Background: an optimization exercise with open tools, aiming at small area and a short achievable clock period. Do not read the settings as production practice. Function was checked by simulation only, so behaviour that the tests miss may differ from the original. Power is estimated from default activity; no workload was simulated.

Setup of the baseline:
## fir_filter
module fir_filter (
   input  logic               clk,
   input  logic               rst,
   input  logic signed [15:0] inp,
   output logic signed [39:0] outp
);
Size: about 1000 flip-flops, about 57000 um^2 of cells after synthesis.
clock: 9.0 ns
lec_check: 0
cap_margin: 20
core_margin: 2
core_utilization: 55
cts_buf_list: sky130_fd_sc_hd__clkbuf_16
cts_cluster_diameter: 80
cts_cluster_size: 30
place_density: 0.7
setup_slack_margin: 5.0
slew_margin: 20
synth_hierarchical: 1
synth_minimum_keep_size: 0
run.sh (not shown) runs the stock make flow with config.mk's settings and CLKGATE_MAP_FILE= SYNTH_SCRIPT=/design/flow/synth_recipe.tcl, a recipe that flattens the netlist after the stock synthesis.
The baseline reached the end of the flow, and the finished layout is clean on the timing, DRC and antenna checks.
## Diff of input files: the candidate against the baseline
# the baseline
export LEC_CHECK = 0
export CAP_MARGIN = 20
export CORE_MARGIN = 2
export CORE_UTILIZATION = 55
export CTS_BUF_LIST = sky130_fd_sc_hd__clkbuf_16
export CTS_CLUSTER_DIAMETER = 80
export CTS_CLUSTER_SIZE = 30
export PLACE_DENSITY = 0.7
export SETUP_SLACK_MARGIN = 5.0
export SLEW_MARGIN = 20
export SYNTH_HIERARCHICAL = 1
export SYNTH_MINIMUM_KEEP_SIZE = 0
create_clock -name core_clock -period 9.0 [get_ports {clk}]
# the candidate
export LEC_CHECK = 0
export CAP_MARGIN = 20
export CORE_MARGIN = 2
export CORE_UTILIZATION = 40
export CTS_BUF_LIST = sky130_fd_sc_hd__clkbuf_16
export CTS_CLUSTER_DIAMETER = 80
export CTS_CLUSTER_SIZE = 30
export SETUP_SLACK_MARGIN = 5.0
export SLEW_MARGIN = 20
export SYNTH_HIERARCHICAL = 1
export SYNTH_MINIMUM_KEEP_SIZE = 0
create_clock -name core_clock -period 9.0 [get_ports {clk}]
==> run summary <==
- On final net count, the candidate and the baseline are basically level.
- The candidate -> the baseline: combinational power share flat
- In the candidate the fraction of met1 tracks used by global routing turned out 8.9 points lower than in the baseline.
- The candidate and the baseline ended up with nearly the same share of final-layout standard cells stronger than drive strength 1.
- Between the candidate and the baseline, it is the candidate whose highest achievable clock rate is lower, by about 0.33%.
- Looking at first-pass GRT wire length, the candidate sits 2.2% higher than the baseline does.

job 2699:
Another version of the RTL of fir_filter (not shown whole).
For scale: ~4,000 cells after synthesis.
clock: 9.0 ns
lec_check: 0
cap_margin: 20
core_margin: 2
core_utilization: 40
cts_buf_list: sky130_fd_sc_hd__clkbuf_16
cts_cluster_diameter: 80
cts_cluster_size: 30
slew_margin: 20
synth_hierarchical: 1
synth_minimum_keep_size: 0
standard.sh (not shown) runs the stock make flow with config.mk's settings and CLKGATE_MAP_FILE= SYNTH_SCRIPT=/design/flow/synth_recipe.tcl, a recipe that flattens the netlist after the stock synthesis.
==> flow/flow/run.sh <==
#!/bin/bash
set -euo pipefail
bash standard.sh SETUP_SLACK_MARGIN=5.3 finish > standard.log 2>&1
Job 2699 went all the way through the flow, and no timing, DRC or antenna check failed.
Here is what was changed in the inputs of job 5332 compared with job 2699.
- setting SETUP_SLACK_MARGIN to 5.0 for the first time
==> flow/run.sh (new file) <==
#!/bin/bash
# synth_recipe.tcl (not shown) runs the flow's synth.tcl, then flattens the netlist and writes it again
# the make line also repeats each setting of config.mk as NAME=value (left out here)
make -C /OpenROAD-flow-scripts/flow DESIGN_CONFIG=/design/flow/config.mk WORK_HOME=/design/flow/orfs CLKGATE_MAP_FILE= SYNTH_SCRIPT=/design/flow/synth_recipe.tcl finish
removed: flow/flow/run.sh
removed: flow/standard.sh
[summary]
Job 5332 ended with every stage complete and zero timing, DRC or antenna violations. Job 5332 vs job 2699: post-route standard cell area excluding fillers down by a few percent. Critical path data arrival time for job 5332: 0.13 ns up relative to job 2699. As far as area after synthesis goes, job 2699 and job 5332 are indistinguishable; the numbers are identical. Per the comparison of job 5332 with job 2699, proportion of total power due to net switching moved up, setup slack of the critical path after layout fell 0.14 ns, count of antenna diodes in the layout went up, number of buffers added on ports has remained practically unchanged, first-iteration DRC count rose 121. Comparing job 2699 and job 5332, the higher area overhead of the layout relative to synthesis was measured on job 2699. Summary — combinational cell fraction of total power, job 5332 relative to job 2699: lower, by 1.9 points.

## the previous run
fir_filter, a different RTL version from the one above (not shown whole).
For scale: roughly 4,000 cells after synthesis, roughly 58 I/O pins, ~0.057 mm2 of cells after synthesis.
## fir_filter
module fir_filter (
   input  logic               clk,
   input  logic               rst,
   input  logic signed [15:0] inp,
   output logic signed [39:0] outp
);
clock: 9.0 ns
lec_check: 0
cap_margin: 20
core_margin: 2
core_utilization: 40
cts_buf_list: sky130_fd_sc_hd__clkbuf_16
cts_cluster_diameter: 80
cts_cluster_size: 30
setup_slack_margin: 4.4
slew_margin: 20
synth_hierarchical: 1
synth_minimum_keep_size: 0
run.sh (not shown) runs the stock make flow with config.mk's settings and CLKGATE_MAP_FILE= SYNTH_SCRIPT=/design/flow/synth_recipe.tcl, a recipe that flattens the netlist after the stock synthesis.
Stock flow here: none of the scripts above is used.
Inputs modified between the previous run and the current run:
Settings: changing CORE_UTILIZATION from 40 to 60; setting PLACE_DENSITY to 0.72 for the first time.
Notes after the runs:
The current run: all stages complete, timing, DRC and antenna checks passed
In the current run, count of vias placed by the detailed router is higher than in the previous run.
On power per cell area, the current run and the previous run are neck and neck.
A launching instance or port of the critical path of d[14][3] is what the current run shows, while d[5][3] belongs to the previous run.
Sort the current run and the previous run by largest voltage drop on the vdd net asc -> top: the current run
Leakage power summed over all cells delta (the previous run -> the current run): insignificant
The previous run reports its critical-path cell with the highest stage delay as fa_2 while the current run reports fa_1.
Setup slack of the critical path after layout delta for the current run relative to the previous run: 0.043 ns lower
Cmp the current run vs the previous run: global-route usage higher in the current run

## run A
Another version of the RTL of fir_filter (not shown whole).
Size: ~3800 cells after synthesis, ~780 flip-flops, ~54000 um2 of cells after synthesis.
export LEC_CHECK = 0
export CAP_MARGIN = 20
export CORE_MARGIN = 2
export CORE_UTILIZATION = 40
export CTS_BUF_LIST = sky130_fd_sc_hd__clkbuf_8
export CTS_CLUSTER_DIAMETER = 60
export CTS_CLUSTER_SIZE = 20
export SLEW_MARGIN = 20
export SYNTH_HIERARCHICAL = 1
export SYNTH_MINIMUM_KEEP_SIZE = 0
create_clock -name core_clock -period 9.0 [get_ports {clk}]
Run A has completed all stages; timing, DRC and antenna checks passed.
Changes in run B relative to run A:
Settings: CTS_CLUSTER_SIZE: 20 -> unset; CTS_CLUSTER_DIAMETER: 60 -> unset; SETUP_SLACK_MARGIN: unset -> 4.2; CTS_BUF_LIST: sky130_fd_sc_hd__clkbuf_8 -> unset.
Notes after the runs:
- The power density normalized to cell area number comes out higher for run B vs run A.
- Cell area grows by a few percent when moving from run A to run B.
- Run B ended up with a lower relative contribution of sequential cells to total power than run A did.
- Re part of the total power dissipated in combinational logic: run A was higher than run B.
- [diff] maximum frequency, run B relative to run A: improvement
- Compared with run A, in run B number of post-CTS setup repair buffers up 114; reported leakage power went up by about 4.4%; power rose by about 12%; clock-buffer cell count increased about 40%; worst hold slack shows an increase of 4.7 ps.
- Looking only at wire length of the first global-routing pass, and setting everything else aside, the higher value of run A and run B goes to run B.
Changes in run C relative to run B:
Settings: clearing SETUP_SLACK_MARGIN, which used to be 4.2.
--- outcome ---
- Run B -> run C: clock input transition at the sequential cells of the worst setup and hold paths flat
- Diff run B -> run C | share of the core filled with cells in the final layout | decrease of 2.0 points
- Relative to run B, combinational cell fraction of total power decreased by 1.3 points in run C.
- As far as area after synthesis goes, run C and run B are indistinguishable; the numbers are identical.
- From run C to run B, starting utilization of the core area did not move at all.
- Going from run B to run C, the routed wire length was found to have gone down by 4.0%.

static timing again, ports no longer ideal:
How much do the figures lean on ideal ports? The routed layouts below were timed once more, with nothing changed but the port constraints. Step 1 sets driving cells, clkbuf_16 on the clock port and buf_2 on the other inputs (assumed; they add their load-dependent delay and slew). Step 2 adds t to the input delays and takes it off the output delays; t is the mean of the earliest and latest rising clock arrival at the registers after step 1. Input paths then give back, and output paths get back, about the clock's delay inside the block. a / b / c = ideal / step 1 / step 2; a / b = the first two.
run | t, ns | setup slack, ns | hold slack, ns | worst setup path after step 2
the baseline | 0.749 | 5.113 / 5.113 / 5.113 | 0.429 / 0.429 / 0.429 | register to register
the candidate | 0.764 | 5.100 / 5.100 / 5.100 | 0.425 / 0.425 / 0.425 | register to register
job 2699 | 0.750 | 5.205 / 5.205 / 4.919 | 0.421 / 0.421 / 0.421 | input to register
job 5332 | 0.762 | 5.069 / 5.069 / 4.952 | 0.431 / 0.431 / 0.431 | input to register
the previous run | 0.758 | 4.463 / 4.463 / 4.463 | 0.423 / 0.423 / 0.423 | register to register
the current run | 0.728 | 4.419 / 4.419 / 4.419 | 0.439 / 0.439 / 0.439 | register to register
run A | 0.848 | 3.669 / 3.669 / 3.669 | 0.408 / 0.408 / 0.408 | register to register
run B | 0.754 | 4.019 / 4.019 / 4.019 | 0.413 / 0.413 / 0.413 | register to register
run C | 0.759 | 3.662 / 3.662 / 3.662 | 0.410 / 0.410 / 0.410 | register to register
After both steps every run listed still meets setup and hold. The setup slack of job 2699, which loses most, moves by 0.000 ns with the drivers and by -0.286 ns with both steps.
